Source: an optimization exercise on an open RTL-to-GDS flow (aim: small area, a short achievable clock period and few clock cycles). Production flows keep margins and buffers that such runs may drop. In this exercise RTL edits were held to simulation tests only and were not proved equivalent to the original. Power is estimated from default activity; no workload was simulated.

$ cat flow/design.v
`default_nettype none
module ksl_front (
   input  wire logic         clock,
   input  wire logic         reset,
   input  wire logic         req_valid,
   output logic              req_stall,
   input  wire logic [8:0]   req_data,
   input  wire logic         csr_we,
   input  wire logic [16:0]  csr_wdata,
   input  wire logic         room,
   output logic              push,
   output logic [45:0]       push_w
);
   localparam logic [5:0] KIND_IDENT   = 6'd31;
   localparam logic [5:0] KIND_NUMBER  = 6'd32;
   localparam logic [5:0] KIND_STRING  = 6'd33;
   localparam logic [5:0] KIND_END     = 6'd57;
   localparam logic [2:0] LM_IDLE   = 3'd0;
   localparam logic [2:0] LM_IDENT  = 3'd1;
   localparam logic [2:0] LM_NUMBER = 3'd2;
   localparam logic [2:0] LM_STRING = 3'd3;
   localparam logic [2:0] LM_LINE   = 3'd4;
   localparam logic [2:0] LM_BLOCK  = 3'd5;
   localparam logic [2:0] LM_PEND   = 3'd6;
   localparam logic [2:0] PD_SLASH = 3'd0;
   localparam logic [2:0] PD_EQ    = 3'd1;
   localparam logic [2:0] PD_BANG  = 3'd2;
   localparam logic [2:0] PD_LT    = 3'd3;
   localparam logic [2:0] PD_GT    = 3'd4;
   localparam logic [2:0] PD_MINUS = 3'd5;
   function automatic logic [4:0] kw_first(input logic [7:0] ch);
      case (ch)
         8'h61: kw_first = 5'd10;
         8'h63: kw_first = 5'd12;
         8'h64: kw_first = 5'd9;
         8'h65: kw_first = 5'd17;
         8'h66: kw_first = 5'd8;
         8'h67: kw_first = 5'd2;
         8'h68: kw_first = 5'd4;
         8'h69: kw_first = 5'd5;
         8'h6b: kw_first = 5'd18;
         8'h6c: kw_first = 5'd26;
         8'h6d: kw_first = 5'd1;
         8'h6f: kw_first = 5'd13;
         8'h72: kw_first = 5'd0;
         8'h75: kw_first = 5'd24;
         8'h77: kw_first = 5'd11;
         default: kw_first = 5'd31;
      endcase
   endfunction
   function automatic logic [4:0] kw_step(input logic [4:0] k, input logic [5:0] n,
                                          input logic [7:0] ch);
      kw_step = 5'd31;
      if (n[5:4] == 2'b00) begin
         case ({k, n[3:0]})
            {5'd10, 4'd1}: begin if (ch == 8'h70) kw_step = 5'd21; else if (ch == 8'h73) kw_step = 5'd10; end
            {5'd21, 4'd2}: begin if (ch == 8'h70) kw_step = 5'd21; end
            {5'd21, 4'd3}: begin if (ch == 8'h6c) kw_step = 5'd21; end
            {5'd21, 4'd4}: begin if (ch == 8'h79) kw_step = 5'd21; end
            {5'd12, 4'd1}: begin if (ch == 8'h61) kw_step = 5'd12; else if (ch == 8'h6f) kw_step = 5'd20; end
            {5'd12, 4'd2}: begin if (ch == 8'h73) kw_step = 5'd12; end
            {5'd12, 4'd3}: begin if (ch == 8'h65) kw_step = 5'd12; end
            {5'd20, 4'd2}: begin if (ch == 8'h6c) kw_step = 5'd25; else if (ch == 8'h6d) kw_step = 5'd20; end
            {5'd25, 4'd3}: begin if (ch == 8'h69) kw_step = 5'd25; end
            {5'd25, 4'd4}: begin if (ch == 8'h6d) kw_step = 5'd25; end
            {5'd25, 4'd5}: begin if (ch == 8'h69) kw_step = 5'd25; end
            {5'd25, 4'd6}: begin if (ch == 8'h74) kw_step = 5'd25; end
            {5'd20, 4'd3}: begin if (ch == 8'h70) kw_step = 5'd20; end
            {5'd20, 4'd4}: begin if (ch == 8'h6f) kw_step = 5'd20; end
            {5'd20, 4'd5}: begin if (ch == 8'h73) kw_step = 5'd20; end
            {5'd20, 4'd6}: begin if (ch == 8'h65) kw_step = 5'd20; end
            {5'd9, 4'd1}: begin if (ch == 8'h65) kw_step = 5'd9; end
            {5'd9, 4'd2}: begin if (ch == 8'h66) kw_step = 5'd9; end
            {5'd9, 4'd3}: begin if (ch == 8'h69) kw_step = 5'd9; end
            {5'd9, 4'd4}: begin if (ch == 8'h6e) kw_step = 5'd9; end
            {5'd9, 4'd5}: begin if (ch == 8'h65) kw_step = 5'd9; end
            {5'd17, 4'd1}: begin if (ch == 8'h6e) kw_step = 5'd17; end
            {5'd17, 4'd2}: begin if (ch == 8'h64) kw_step = 5'd17; end
            {5'd17, 4'd3}: begin if (ch == 8'h6f) kw_step = 5'd17; end
            {5'd17, 4'd4}: begin if (ch == 8'h6d) kw_step = 5'd17; end
            {5'd17, 4'd5}: begin if (ch == 8'h6f) kw_step = 5'd17; end
            {5'd17, 4'd6}: begin if (ch == 8'h72) kw_step = 5'd17; end
            {5'd17, 4'd7}: begin if (ch == 8'h70) kw_step = 5'd17; end
            {5'd17, 4'd8}: begin if (ch == 8'h68) kw_step = 5'd17; end
            {5'd17, 4'd9}: begin if (ch == 8'h69) kw_step = 5'd17; end
            {5'd17, 4'd10}: begin if (ch == 8'h73) kw_step = 5'd17; end
            {5'd17, 4'd11}: begin if (ch == 8'h6d) kw_step = 5'd17; end
            {5'd8, 4'd1}: begin if (ch == 8'h69) kw_step = 5'd15; else if (ch == 8'h6f) kw_step = 5'd23; else if (ch == 8'h72) kw_step = 5'd8; end
            {5'd15, 4'd2}: begin if (ch == 8'h6c) kw_step = 5'd27; else if (ch == 8'h78) kw_step = 5'd15; end
            {5'd27, 4'd3}: begin if (ch == 8'h74) kw_step = 5'd27; end
            {5'd27, 4'd4}: begin if (ch == 8'h65) kw_step = 5'd27; end
            {5'd27, 4'd5}: begin if (ch == 8'h72) kw_step = 5'd27; end
            {5'd15, 4'd3}: begin if (ch == 8'h65) kw_step = 5'd15; end
            {5'd15, 4'd4}: begin if (ch == 8'h64) kw_step = 5'd15; end
            {5'd15, 4'd5}: begin if (ch == 8'h5f) kw_step = 5'd15; end
            {5'd15, 4'd6}: begin if (ch == 8'h70) kw_step = 5'd15; end
            {5'd15, 4'd7}: begin if (ch == 8'h6f) kw_step = 5'd15; end
            {5'd15, 4'd8}: begin if (ch == 8'h69) kw_step = 5'd15; end
            {5'd15, 4'd9}: begin if (ch == 8'h6e) kw_step = 5'd15; end
            {5'd15, 4'd10}: begin if (ch == 8'h74) kw_step = 5'd15; end
            {5'd23, 4'd2}: begin if (ch == 8'h6c) kw_step = 5'd23; end
            {5'd23, 4'd3}: begin if (ch == 8'h64) kw_step = 5'd23; end
            {5'd8, 4'd2}: begin if (ch == 8'h65) kw_step = 5'd8; end
            {5'd8, 4'd3}: begin if (ch == 8'h65) kw_step = 5'd8; end
            {5'd8, 4'd4}: begin if (ch == 8'h5f) kw_step = 5'd8; end
            {5'd8, 4'd5}: begin if (ch == 8'h6d) kw_step = 5'd8; end
            {5'd8, 4'd6}: begin if (ch == 8'h6f) kw_step = 5'd8; end
            {5'd8, 4'd7}: begin if (ch == 8'h64) kw_step = 5'd8; end
            {5'd8, 4'd8}: begin if (ch == 8'h75) kw_step = 5'd8; end
            {5'd8, 4'd9}: begin if (ch == 8'h6c) kw_step = 5'd8; end
            {5'd8, 4'd10}: begin if (ch == 8'h65) kw_step = 5'd8; end
            {5'd2, 4'd1}: begin if (ch == 8'h65) kw_step = 5'd2; end
            {5'd2, 4'd2}: begin if (ch == 8'h6e) kw_step = 5'd2; end
            {5'd2, 4'd3}: begin if (ch == 8'h65) kw_step = 5'd2; end
            {5'd2, 4'd4}: begin if (ch == 8'h72) kw_step = 5'd2; end
            {5'd2, 4'd5}: begin if (ch == 8'h61) kw_step = 5'd2; end
            {5'd2, 4'd6}: begin if (ch == 8'h74) kw_step = 5'd2; end
            {5'd2, 4'd7}: begin if (ch == 8'h6f) kw_step = 5'd2; end
            {5'd2, 4'd8}: begin if (ch == 8'h72) kw_step = 5'd2; end
            {5'd2, 4'd9}: begin if (ch == 8'h73) kw_step = 5'd2; end
            {5'd4, 4'd1}: begin if (ch == 8'h6f) kw_step = 5'd4; end
            {5'd4, 4'd2}: begin if (ch == 8'h6d) kw_step = 5'd4; end
            {5'd4, 4'd3}: begin if (ch == 8'h6f) kw_step = 5'd4; end
            {5'd4, 4'd4}: begin if (ch == 8'h6d) kw_step = 5'd4; end
            {5'd4, 4'd5}: begin if (ch == 8'h6f) kw_step = 5'd4; end
            {5'd4, 4'd6}: begin if (ch == 8'h72) kw_step = 5'd4; end
            {5'd4, 4'd7}: begin if (ch == 8'h70) kw_step = 5'd4; end
            {5'd4, 4'd8}: begin if (ch == 8'h68) kw_step = 5'd4; end
            {5'd4, 4'd9}: begin if (ch == 8'h69) kw_step = 5'd4; end
            {5'd4, 4'd10}: begin if (ch == 8'h73) kw_step = 5'd4; end
            {5'd4, 4'd11}: begin if (ch == 8'h6d) kw_step = 5'd4; end
            {5'd5, 4'd1}: begin if (ch == 8'h6d) kw_step = 5'd19; else if (ch == 8'h6e) kw_step = 5'd5; end
            {5'd19, 4'd2}: begin if (ch == 8'h61) kw_step = 5'd19; end
            {5'd19, 4'd3}: begin if (ch == 8'h67) kw_step = 5'd19; end
            {5'd19, 4'd4}: begin if (ch == 8'h65) kw_step = 5'd19; end
            {5'd5, 4'd2}: begin if (ch == 8'h69) kw_step = 5'd30; else if (ch == 8'h74) kw_step = 5'd6; end
            {5'd30, 4'd3}: begin if (ch == 8'h74) kw_step = 5'd30; end
            {5'd30, 4'd4}: begin if (ch == 8'h69) kw_step = 5'd30; end
            {5'd30, 4'd5}: begin if (ch == 8'h61) kw_step = 5'd30; end
            {5'd30, 4'd6}: begin if (ch == 8'h6c) kw_step = 5'd30; end
            {5'd6, 4'd3}: begin if (ch == 8'h65) kw_step = 5'd6; end
            {5'd6, 4'd4}: begin if (ch == 8'h67) kw_step = 5'd6; end
            {5'd6, 4'd5}: begin if (ch == 8'h65) kw_step = 5'd6; end
            {5'd6, 4'd6}: begin if (ch == 8'h72) kw_step = 5'd6; end
            {5'd6, 4'd7}: begin if (ch == 8'h73) kw_step = 5'd6; end
            {5'd6, 4'd8}: begin if (ch == 8'h5f) kw_step = 5'd6; end
            {5'd6, 4'd9}: begin if (ch == 8'h6d) kw_step = 5'd6; end
            {5'd6, 4'd10}: begin if (ch == 8'h6f) kw_step = 5'd6; end
            {5'd6, 4'd11}: begin if (ch == 8'h64) kw_step = 5'd6; end
            {5'd18, 4'd1}: begin if (ch == 8'h65) kw_step = 5'd18; end
            {5'd18, 4'd2}: begin if (ch == 8'h72) kw_step = 5'd18; end
            {5'd18, 4'd3}: begin if (ch == 8'h6e) kw_step = 5'd18; end
            {5'd18, 4'd4}: begin if (ch == 8'h65) kw_step = 5'd18; end
            {5'd18, 4'd5}: begin if (ch == 8'h6c) kw_step = 5'd18; end
            {5'd26, 4'd1}: begin if (ch == 8'h61) kw_step = 5'd28; else if (ch == 8'h69) kw_step = 5'd26; end
            {5'd28, 4'd2}: begin if (ch == 8'h6d) kw_step = 5'd28; end
            {5'd28, 4'd3}: begin if (ch == 8'h62) kw_step = 5'd28; end
            {5'd28, 4'd4}: begin if (ch == 8'h64) kw_step = 5'd28; end
            {5'd28, 4'd5}: begin if (ch == 8'h61) kw_step = 5'd28; end
            {5'd26, 4'd2}: begin if (ch == 8'h6d) kw_step = 5'd26; end
            {5'd26, 4'd3}: begin if (ch == 8'h69) kw_step = 5'd26; end
            {5'd26, 4'd4}: begin if (ch == 8'h74) kw_step = 5'd26; end
            {5'd1, 4'd1}: begin if (ch == 8'h61) kw_step = 5'd22; else if (ch == 8'h6f) kw_step = 5'd1; end
            {5'd22, 4'd2}: begin if (ch == 8'h70) kw_step = 5'd22; end
            {5'd1, 4'd2}: begin if (ch == 8'h64) kw_step = 5'd1; else if (ch == 8'h72) kw_step = 5'd16; end
            {5'd1, 4'd3}: begin if (ch == 8'h75) kw_step = 5'd1; end
            {5'd1, 4'd4}: begin if (ch == 8'h6c) kw_step = 5'd1; end
            {5'd1, 4'd5}: begin if (ch == 8'h65) kw_step = 5'd1; end
            {5'd16, 4'd3}: begin if (ch == 8'h70) kw_step = 5'd16; end
            {5'd16, 4'd4}: begin if (ch == 8'h68) kw_step = 5'd16; end
            {5'd16, 4'd5}: begin if (ch == 8'h69) kw_step = 5'd16; end
            {5'd16, 4'd6}: begin if (ch == 8'h73) kw_step = 5'd16; end
            {5'd16, 4'd7}: begin if (ch == 8'h6d) kw_step = 5'd16; end
            {5'd13, 4'd1}: begin if (ch == 8'h66) kw_step = 5'd13; end
            {5'd0, 4'd1}: begin if (ch == 8'h61) kw_step = 5'd7; else if (ch == 8'h65) kw_step = 5'd3; else if (ch == 8'h69) kw_step = 5'd0; end
            {5'd7, 4'd2}: begin if (ch == 8'h74) kw_step = 5'd7; end
            {5'd7, 4'd3}: begin if (ch == 8'h69) kw_step = 5'd7; end
            {5'd7, 4'd4}: begin if (ch == 8'h6f) kw_step = 5'd7; end
            {5'd7, 4'd5}: begin if (ch == 8'h6e) kw_step = 5'd7; end
            {5'd7, 4'd6}: begin if (ch == 8'h61) kw_step = 5'd7; end
            {5'd7, 4'd7}: begin if (ch == 8'h6c) kw_step = 5'd7; end
            {5'd7, 4'd8}: begin if (ch == 8'h73) kw_step = 5'd7; end
            {5'd3, 4'd2}: begin if (ch == 8'h63) kw_step = 5'd14; else if (ch == 8'h6c) kw_step = 5'd3; end
            {5'd14, 4'd3}: begin if (ch == 8'h75) kw_step = 5'd14; end
            {5'd14, 4'd4}: begin if (ch == 8'h72) kw_step = 5'd14; end
            {5'd14, 4'd5}: begin if (ch == 8'h73) kw_step = 5'd14; end
            {5'd14, 4'd6}: begin if (ch == 8'h69) kw_step = 5'd14; end
            {5'd14, 4'd7}: begin if (ch == 8'h76) kw_step = 5'd14; end
            {5'd14, 4'd8}: begin if (ch == 8'h65) kw_step = 5'd14; end
            {5'd3, 4'd3}: begin if (ch == 8'h61) kw_step = 5'd3; end
            {5'd3, 4'd4}: begin if (ch == 8'h74) kw_step = 5'd3; end
            {5'd3, 4'd5}: begin if (ch == 8'h69) kw_step = 5'd3; end
            {5'd3, 4'd6}: begin if (ch == 8'h6f) kw_step = 5'd3; end
            {5'd3, 4'd7}: begin if (ch == 8'h6e) kw_step = 5'd3; end
            {5'd3, 4'd8}: begin if (ch == 8'h73) kw_step = 5'd3; end
            {5'd0, 4'd2}: begin if (ch == 8'h6e) kw_step = 5'd0; end
            {5'd0, 4'd3}: begin if (ch == 8'h67) kw_step = 5'd0; end
            {5'd24, 4'd1}: begin if (ch == 8'h6e) kw_step = 5'd24; end
            {5'd24, 4'd2}: begin if (ch == 8'h66) kw_step = 5'd24; end
            {5'd24, 4'd3}: begin if (ch == 8'h6f) kw_step = 5'd24; end
            {5'd24, 4'd4}: begin if (ch == 8'h6c) kw_step = 5'd24; end
            {5'd24, 4'd5}: begin if (ch == 8'h64) kw_step = 5'd24; end
            {5'd11, 4'd1}: begin if (ch == 8'h68) kw_step = 5'd11; else if (ch == 8'h69) kw_step = 5'd29; end
            {5'd11, 4'd2}: begin if (ch == 8'h65) kw_step = 5'd11; end
            {5'd11, 4'd3}: begin if (ch == 8'h72) kw_step = 5'd11; end
            {5'd11, 4'd4}: begin if (ch == 8'h65) kw_step = 5'd11; end
            {5'd29, 4'd2}: begin if (ch == 8'h74) kw_step = 5'd29; end
            {5'd29, 4'd3}: begin if (ch == 8'h68) kw_step = 5'd29; end
            default: kw_step = 5'd31;
         endcase
      end
   endfunction
   function automatic logic [3:0] kw_len(input logic [4:0] k);
      case (k)
         5'd0: kw_len = 4'd4;
         5'd1: kw_len = 4'd6;
         5'd2: kw_len = 4'd10;
         5'd3: kw_len = 4'd9;
         5'd4: kw_len = 4'd12;
         5'd5: kw_len = 4'd2;
         5'd6: kw_len = 4'd12;
         5'd7: kw_len = 4'd9;
         5'd8: kw_len = 4'd11;
         5'd9: kw_len = 4'd6;
         5'd10: kw_len = 4'd2;
         5'd11: kw_len = 4'd5;
         5'd12: kw_len = 4'd4;
         5'd13: kw_len = 4'd2;
         5'd14: kw_len = 4'd9;
         5'd15: kw_len = 4'd11;
         5'd16: kw_len = 4'd8;
         5'd17: kw_len = 4'd12;
         5'd18: kw_len = 4'd6;
         5'd19: kw_len = 4'd5;
         5'd20: kw_len = 4'd7;
         5'd21: kw_len = 4'd5;
         5'd22: kw_len = 4'd3;
         5'd23: kw_len = 4'd4;
         5'd24: kw_len = 4'd6;
         5'd25: kw_len = 4'd7;
         5'd26: kw_len = 4'd5;
         5'd27: kw_len = 4'd6;
         5'd28: kw_len = 4'd6;
         5'd29: kw_len = 4'd4;
         5'd30: kw_len = 4'd7;
         default: kw_len = 4'd0;
      endcase
   endfunction
   function automatic logic [5:0] single_kind(input logic [7:0] ch);
      case (ch)
         "+":     single_kind = 6'd39;
         "*":     single_kind = 6'd42;
         "%":     single_kind = 6'd44;
         "(":     single_kind = 6'd45;
         ")":     single_kind = 6'd46;
         "{":     single_kind = 6'd47;
         "}":     single_kind = 6'd48;
         ",":     single_kind = 6'd49;
         ";":     single_kind = 6'd50;
         ":":     single_kind = 6'd53;
         "[":     single_kind = 6'd54;
         "]":     single_kind = 6'd55;
         ".":     single_kind = 6'd56;
         default: single_kind = 6'd0;
      endcase
   endfunction
   function automatic logic [15:0] cap_of(input logic [16:0] l);
      if (l[16]) begin
         cap_of = 16'hffff;
      end else if (l == 17'd0) begin
         cap_of = 16'd0;
      end else begin
         cap_of = 16'(l - 17'd1);
      end
   endfunction
   logic         in_v;
   logic [7:0]   c;
   logic         eot;
   logic [2:0]   mode_ff, mode_in;
   logic [2:0]   pend_ff, pend_in;
   logic         star_ff, star_in;
   logic [15:0]  start_ff, start_in;
   logic [5:0]   len_ff, len_in;
   logic [4:0]   kw_ff, kw_in;
   logic [16:0]  pos_ff, pos_in;
   logic [15:0]  cnt_ff, cnt_in;
   logic         ovf_ff, ovf_in;      
   logic         near_ff, near_in;    
   logic [15:0]  cap_ff;
   logic [15:0]  cap_w, cap_new, pos_inc;
   logic         is_space, is_digit, is_alpha, is_word, is_pend;
   logic [2:0]   c_pend;
   logic [5:0]   c_kind, two_kind, flush_kind, flush_len;
   logic         flush_emits;
   assign is_space = ((c >= 8'd9) && (c <= 8'd13)) || (c == 8'd32);
   assign is_digit = (c >= "0") && (c <= "9");
   assign is_alpha = ((c >= "a") && (c <= "z")) || ((c >= "A") && (c <= "Z")) || (c == "_");
   assign is_word  = is_alpha || is_digit;
   assign c_kind   = single_kind(c);
   assign cap_w    = cap_of(csr_wdata);
   assign cap_new  = csr_we ? cap_w : cap_ff;
   assign pos_inc  = pos_ff[15:0] + 16'd1;
   always_comb begin
      is_pend = 1'b1;
      c_pend  = PD_SLASH;
      case (c)
         "/":     c_pend = PD_SLASH;
         "=":     c_pend = PD_EQ;
         "!":     c_pend = PD_BANG;
         "<":     c_pend = PD_LT;
         ">":     c_pend = PD_GT;
         "-":     c_pend = PD_MINUS;
         default: is_pend = 1'b0;
      endcase
   end
   always_comb begin
      two_kind = 6'd0;
      if (c == "=") begin
         case (pend_ff)
            PD_EQ:   two_kind = 6'd34;
            PD_BANG: two_kind = 6'd35;
            PD_LT:   two_kind = 6'd36;
            PD_GT:   two_kind = 6'd37;
            default: two_kind = 6'd0;
         endcase
      end else if ((c == ">") && (pend_ff == PD_MINUS)) begin
         two_kind = 6'd41;
      end
   end
   always_comb begin
      flush_emits = 1'b1;
      flush_len   = len_ff;
      case (mode_ff)
         LM_IDENT:  flush_kind = (len_ff == {2'b00, kw_len(kw_ff)}) ? {1'b0, kw_ff} : KIND_IDENT;
         LM_NUMBER: flush_kind = KIND_NUMBER;
         LM_STRING: flush_kind = KIND_STRING;
         LM_PEND: begin
            flush_len = 6'd1;
            case (pend_ff)
               PD_SLASH: flush_kind = 6'd43;
               PD_EQ:    flush_kind = 6'd38;
               PD_LT:    flush_kind = 6'd51;
               PD_GT:    flush_kind = 6'd52;
               PD_MINUS: flush_kind = 6'd40;
               default:  flush_kind = 6'd0;
            endcase
            flush_emits = (pend_ff != PD_BANG);
         end
         default: begin
            flush_kind  = 6'd0;
            flush_emits = 1'b0;
         end
      endcase
   end
   logic         emit, split, take;
   logic [5:0]   w_kind, w_len;
   logic [15:0]  w_start;
   logic         w_ovf, w_last, w_end;
   always_comb begin
      logic do_flush, do_start;
      mode_in  = mode_ff;
      pend_in  = pend_ff;
      star_in  = star_ff;
      start_in = start_ff;
      len_in   = len_ff;
      kw_in    = kw_ff;
      pos_in   = pos_ff;
      emit     = 1'b0;
      split    = 1'b0;
      w_end    = 1'b0;
      w_kind   = flush_kind;
      w_start  = start_ff;
      w_len    = flush_len;
      w_ovf    = 1'b0;
      do_flush = 1'b0;
      do_start = 1'b0;
      if (eot) begin
         mode_in = LM_IDLE;
         emit    = 1'b1;
         if (!ovf_ff && flush_emits) begin
            split = 1'b1;
         end else begin
            w_end   = 1'b1;
            w_kind  = KIND_END;
            w_start = pos_ff[15:0];
            w_len   = 6'd0;
            w_ovf   = ovf_ff;
            pos_in  = '0;
         end
      end else if (!ovf_ff && !pos_ff[16]) begin
         pos_in = pos_ff + 17'd1;
         case (mode_ff)
            LM_IDENT: begin
               if (is_word) begin
                  if (len_ff != 6'd63) len_in = len_ff + 6'd1;
                  kw_in = kw_step(kw_ff, len_ff, c);
               end else begin
                  do_flush = 1'b1;
                  do_start = 1'b1;
               end
            end
            LM_NUMBER: begin
               if (is_digit) begin
                  if (len_ff != 6'd63) len_in = len_ff + 6'd1;
               end else begin
                  do_flush = 1'b1;
                  do_start = 1'b1;
               end
            end
            LM_STRING: begin
               if (c == "\"") begin
                  do_flush = 1'b1;
               end else if (len_ff != 6'd63) begin
                  len_in = len_ff + 6'd1;
               end
            end
            LM_LINE: begin
               if (c == 8'd10) mode_in = LM_IDLE;
            end
            LM_BLOCK: begin
               if (star_ff && (c == "/")) begin
                  mode_in = LM_IDLE;
               end else begin
                  star_in = (c == "*");
               end
            end
            LM_PEND: begin
               if ((pend_ff == PD_SLASH) && (c == "/")) begin
                  mode_in = LM_LINE;
               end else if ((pend_ff == PD_SLASH) && (c == "*")) begin
                  mode_in = LM_BLOCK;
                  star_in = 1'b0;
               end else if (two_kind != 6'd0) begin
                  mode_in = LM_IDLE;
                  emit    = 1'b1;
                  w_kind  = two_kind;
                  w_len   = 6'd2;
               end else begin
                  do_flush = 1'b1;
                  do_start = 1'b1;
               end
            end
            default: begin
               mode_in  = LM_IDLE;
               do_start = 1'b1;
            end
         endcase
         if (do_flush) begin
            mode_in = LM_IDLE;
            if (flush_emits) begin
               emit = 1'b1;
               if (do_start && !near_ff && !is_pend && (c_kind != 6'd0)) begin
                  split  = 1'b1;
                  pos_in = pos_ff;
               end else if (near_ff) begin
                  do_start = 1'b0;
               end
            end
         end
         if (do_start && !split) begin
            if (is_alpha) begin
               mode_in  = LM_IDENT;
               start_in = pos_ff[15:0];
               len_in   = 6'd1;
               kw_in    = kw_first(c);
            end else if (is_digit) begin
               mode_in  = LM_NUMBER;
               start_in = pos_ff[15:0];
               len_in   = 6'd1;
            end else if (c == "\"") begin
               mode_in  = LM_STRING;
               start_in = pos_inc;
               len_in   = 6'd0;
            end else if (is_pend) begin
               mode_in  = LM_PEND;
               pend_in  = c_pend;
               start_in = pos_ff[15:0];
            end else if (c_kind != 6'd0) begin
               emit    = 1'b1;
               w_kind  = c_kind;
               w_start = pos_ff[15:0];
               w_len   = 6'd1;
            end
         end
      end
      w_last = !split;
      take   = in_v && !split && (room || !emit);
      push   = in_v && emit && room;
   end
   assign push_w    = {w_kind, cnt_ff, w_start, w_len, w_ovf, w_last};
   assign req_stall = in_v && !take;
   always_comb begin
      cnt_in  = cnt_ff;
      ovf_in  = ovf_ff;
      near_in = near_ff;
      if (push && w_end) begin
         cnt_in  = '0;
         ovf_in  = (cap_new == 16'd0);
         near_in = (cap_new == 16'd1);
      end else if (push) begin
         cnt_in  = cnt_ff + 16'd1;
         ovf_in  = near_ff;
         near_in = (cnt_ff + 16'd2 == cap_ff);
      end else if (csr_we && !in_v) begin
         ovf_in  = (cap_w == 16'd0);
         near_in = (cap_w == 16'd1);
      end
   end
   always_ff @(posedge clock) begin
      if (reset) begin
         in_v <= 1'b0;
      end else if (!req_stall) begin
         in_v <= req_valid;
      end
      if (!req_stall) begin
         {c, eot} <= req_data;
      end
   end
   always_ff @(posedge clock) begin
      if (reset) begin
         mode_ff <= LM_IDLE;
         pos_ff  <= '0;
         cnt_ff  <= '0;
         ovf_ff  <= 1'b0;
         near_ff <= 1'b0;
         cap_ff  <= 16'd1023;
      end else begin
         if (csr_we) cap_ff <= cap_w;
         cnt_ff  <= cnt_in;
         ovf_ff  <= ovf_in;
         near_ff <= near_in;
         if (in_v && (room || !emit)) begin
            mode_ff <= mode_in;
            pos_ff  <= pos_in;
         end
      end
   end
   always_ff @(posedge clock) begin
      if (in_v && (room || !emit)) begin
         pend_ff  <= pend_in;
         star_ff  <= star_in;
         start_ff <= start_in;
         len_ff   <= len_in;
         kw_ff    <= kw_in;
      end
   end
endmodule
`default_nettype wire
`default_nettype none
module ksl_tokq (
   input  wire logic          clock,
   input  wire logic          reset,
   input  wire logic          push,
   input  wire logic [45:0]   push_w,
   output logic              room,
   output logic              rsp_valid,
   input  wire logic          rsp_stall,
   output logic [45:0]       rsp_data
);
   logic         v_ff;
   logic [45:0]  w_ff;
   assign rsp_valid = v_ff;
   assign rsp_data  = w_ff;
   assign room      = !v_ff || !rsp_stall;
   always_ff @(posedge clock) begin
      if (reset) begin
         v_ff <= 1'b0;
      end else if (room) begin
         v_ff <= push;
      end
      if (push) begin
         w_ff <= push_w;
      end
   end
endmodule
`default_nettype wire
`default_nettype none
module keyword_source_lexer #(
   parameter int MAX_TEXT_LEN = 65536
) (
   input  wire logic         clock,
   input  wire logic         reset,
   input  wire logic         req_valid,
   output logic             req_stall,
   input  wire logic [8:0]   req_data,
   output logic             rsp_valid,
   input  wire logic         rsp_stall,
   output logic [45:0]      rsp_data,
   input  wire logic         csr_we,
   input  wire logic [16:0]  csr_wdata
);
   logic         room;
   logic         push;
   logic [45:0]  push_w;
   ksl_front u_front (
      .clock     (clock),
      .reset     (reset),
      .req_valid (req_valid),
      .req_stall (req_stall),
      .req_data  (req_data),
      .csr_we    (csr_we),
      .csr_wdata (csr_wdata),
      .room      (room),
      .push      (push),
      .push_w    (push_w)
   );
   ksl_tokq u_tokq (
      .clock     (clock),
      .reset     (reset),
      .push      (push),
      .push_w    (push_w),
      .room      (room),
      .rsp_valid (rsp_valid),
      .rsp_stall (rsp_stall),
      .rsp_data  (rsp_data)
   );
endmodule
`default_nettype wire
$ cat flow/run.sh
#!/bin/bash
# synth_recipe.tcl (not shown) runs the flow's synth.tcl, then flattens the netlist and writes it again
# the make line also repeats each setting of config.mk as NAME=value (left out here)
make -C /OpenROAD-flow-scripts/flow DESIGN_CONFIG=/design/flow/config.mk WORK_HOME=/design/flow/orfs CLKGATE_MAP_FILE= SYNTH_SCRIPT=/design/flow/synth_recipe.tcl finish
$ cat flow/config.mk
export PLATFORM = sky130hd
export DESIGN_NAME = keyword_source_lexer
export DESIGN_NICKNAME = keyword_source_lexer
export VERILOG_FILES = /design/flow/design.v
export SDC_FILE = /design/flow/constraint.sdc
export NUM_CORES = 4
export LEC_CHECK = 0
export CAP_MARGIN = 20
export CORE_MARGIN = 2
export CORE_UTILIZATION = 40
export SLEW_MARGIN = 20
$ cat flow/constraint.sdc
create_clock -name core_clock -period 8.5 [get_ports {clock}]
set_input_delay 1.7000 -clock core_clock [delete_from_list [all_inputs] [get_ports {clock}]]
set_output_delay 1.7000 -clock core_clock [all_outputs]
set_load 0.01 [all_outputs]
==> results.txt <==
-- cell usage in the layout (no fill, tap or decap), types with 16 or more instances in the layout --
cell / netlist / final
nor2b_1: 22 / 22
o22ai_1: 19 / 19
a211oi_1: 18 / 18
nor3_1: 52 / 52
clkdlybuf4s50_1: 0 / 78
a21oi_1: 111 / 111
inv_1: 28 / 28
dfxtp_1: 60 / 60
a31oi_1: 25 / 25
nand3_1: 55 / 55
nor4_1: 24 / 24
buf_4: 13 / 36
nor2_1: 168 / 168
xnor2_1: 41 / 41
nand2_1: 169 / 169
nand2b_1: 25 / 25
and3_1: 21 / 21
clkbuf_16: 0 / 17
edfxtp_1: 86 / 86
o21ai_0: 79 / 78
a22oi_1: 20 / 20
xor2_1: 46 / 46
nand4_1: 23 / 23
mux2i_1: 16 / 16
-- kinds of logic (layout without fill, tap and decap cells) --
kind of cell | count (synthesis) | after routing | share of synthesized area (%)
flops | 146 | 146 | 30.3
fa+ha+maj | 15 | 15 | 1.51
buf+inv | 157 | 177 | 6.20
xor+xnor | 87 | 87 | 6.11
mux | 20 | 20 | 1.80
compound gates | 418 | 418 | 22.7
simple gates | 708 | 708 | 31.3
-- tightest hold or removal path, stage by stage, from the launching register on --
cell     delay (ns)
dfxtp_1        0.32
o21ai_0        0.07
a21oi_1        0.06
-- power breakdown --
part	switching (W)	total, W	internal [W]	leakage, nW
sequential	0.0000282	0.000797	0.000769	1.31
clock	0.000358	0.000756	0.000398	0.279
combinational	0.000174	0.000278	0.000104	3.13
total	0.000561	0.00183	0.00127	4.71
-- final timing paths --
check                                          to  slack, ns
setup reg to reg                         register       3.11
setup / recovery                        req_stall       2.19
hold reg to reg   u_front.pos_ff[14]$_SDFFE_PP0P_       0.49
hold / removal    u_front.pos_ff[14]$_SDFFE_PP0P_       0.49
-- cell type report --
type	instances	share of cell area, %
sequential	146	27.2
multi-input combinational	1248	56.8
inverter	31	0.835
clock inverter	14	0.988
clock buffer	18	3.15
timing repair buffer	114	7.54
tap	396	3.56
-- per-layer routing --
metal,global-route usage (%),vias up,wire length (um)
li1,-,5811,-
met1,41.4,6192,21400
met2,44.6,742,21400
met3,8.41,154,5120
met4,12.5,0,2200
met5,0,-,0
-- flip-flops by register name, summed over array words and instances, names as in the netlist, 3 cells and up, named ones only --
signal and flops:
u_front.pos_ff 17, u_front.start_ff 16, u_front.c 8, u_front.pend_ff 3, u_front.cnt_ff 16, u_front.len_ff 6
u_front.mode_ff 3, u_tokq.w_ff 46, u_front.kw_ff 5, u_front.cap_ff 16
-- metrics by stage --
| stage | worst slack, ns | hold slack [ns] | util [%] | std cells | cell area [um^2] |
|---|---|---|---|---|---|
| after floorplan | 3.78 | 0.406 | - | 1551 | 12500 |
| after global placement | 2.83 | 0.469 | 43.6 | 1935 | 13400 |
| after detailed placement | 2.77 | 0.486 | 43.6 | 1935 | 13400 |
| after CTS | 2.25 | 0.496 | 45.4 | 1967 | 13900 |
| after global routing | 1.82 | 0.532 | 45.4 | 1967 | 13900 |
| final | 2.19 | 0.495 | 45.4 | 1967 | 13900 |
==> impl_results.md <==
* Status: complete, no violations
* Vias in the first global route at around 12000
* Ys flop type: edfxtp_1
* Slowest-stage cell, CP: edfxtp_1
* # Post-CTS Setup Buffers at 0
* Nets at 1604
* Final Hold Fails at 0
* Port bufs at 78
* Clock Skew at roughly 0.02 ns
* CP Capture Type: output port
* Multi-input logic area at 7910 um^2
* DRT antenna net count at 0
* Chip height at 181 um
* Vias/cell at approximately 6.6
* Total power at 0.00183 W
* Initial antenna violation count at 0
* Worst Setup SP: u_front.c[1]$_DFFE_PN_
* DP Wirelength at roughly 37 mm
* Synth Warn # at 2
* P_leak at 4.71 nW
* Commonest cells post-synth: nand2_1, nor2_1, a21oi_1
* IO Count at 79
* Drt drc at 0
* Global-route wire length before repair at around 76 mm
* Die Width at ~180 um
* Critical path type: register to output port
* Hold crit path type: register to register
* Fillers at about 3100
* CP max FO at 32
* Area leader, netlist: edfxtp_1
* WP buf/inv at 4
* Synthesized area at roughly 12000 um^2
* Pin count of the biggest net entering global routing at 55
* Iteration-0 DRC count of the detailed router at 1642
* Tightest Pin Transition at between 1 and 1.5 ns
* Post-synth ARST share at 0%
* Clk root buf: clkbuf_16
* Post-synth top area share at around a fifth
* Final Slew Violations at 0
* Hold_sp: u_front.pos_ff[14]$_SDFFE_PP0P_
* CP dominant cell by count: buf_4
* Worst path depth at 11
* WL final at approximately 50 mm
* Min Tclk post-route at about 6.3 ns
* CTS H-tree depth at 4
* CP max stage delay at approximately 0.97 ns
* CTS Buf Count at 17
* Maximum VDD drop at roughly 0.00012 V
* Ratio of cells with drive above 1 in the final layout at 9.04%
* Crit share post-route at about 74%
* Worst setup SP type: register
* Worst slew margin at roughly 29%
* R2R cell count at 14
* Final global-route overflow total at 0
* Avg Cell Area, Syn at 8.04 um^2
* Die area at 32600 um^2
* FMAX at roughly 160 MHz
* Clk buf depth at 2
* Seq cells post-synth at approximately 150
* Max-cap violations at 0
* Delay-heaviest family, CP: simple AND/OR/NAND/NOR gates
* Area growth from synthesis to layout at 11.8%
* Via count at 12900
* P per Cell Area at 131 nW/um^2
* Post-synth EDFFs at 86
* Drt wl/cell at around 25 um
* Global placer's final weighted congestion at between 1 and 1.5
* CP cell instances: buf_4 > nor4b_2 > nand2_1 > nor2_1 > a211oi_2 > or2_2 > o41ai_1 > o21ai_1 > buf_4 > inv_1 > clkdlybuf4s50_1
* Seq/Total Area, Yosys at 30.3%
* Synthesized instance count at ~1600
* Final TNS setup at 0 ns
* CTS Hold Buffers Added at 0
* Top-count cell post-synth: nand2_1
* Core area at just over 30000 um^2
* Post-synth net total at 1597
* N_diodes at 0
* Crit path DAT at roughly 4.6 ns
* CTS resizes at 0
* GRT Overall Usage at a little over 30%
* RSZ-0062 raised after global routing: no
* Largest cells by area after synthesis: edfxtp_1, dfxtp_1, nand2_1
* CTS tree: built
* # rows at 64
* Total clock sinks at between 100 and 150
* Distinct cells, synth at 111
* DRT Pass-1 Iters at 8
* Critical R2R Launch: u_front.c[0]$_DFFE_PN_
* Setup Viol. Count Final at 0
* CP required at roughly 7 ns
* Hold Path Cell Cnt at 2
* Clk latency of the worst-skew pair at 0.43 ns
* Worst-path clk slew at ~0.070 ns
* Initial core utilization at between 40% and 50%
* Reg area at ~3800 um^2
Testbench counts, summed over its fixed seeds: cycles 146,630.

static timing again, ports no longer ideal:
How much do the figures lean on ideal ports? The routed layout below was timed once more, with nothing changed but the port constraints.
Step 1, drivers: a clkbuf_16 drives clock and a buf_2 each remaining input, both assumed.
Step 2 moves the port delays by t, midway between the first and last clock arrival at a register: inputs arrive t later, outputs are due t later. That takes back most of the time a late clock gives input paths.
a / b / c = ideal / step 1 / step 2; a / b = the first two.
shift t [ns]: 0.476
setup slack, ns: 2.189 / 2.138 / 2.614
worst data-port slew with drivers (ns): 0.04
After both steps setup and hold are still met in this run. For this run, drivers alone change the setup slack by -0.051 ns; drivers and shift together by +0.425 ns.
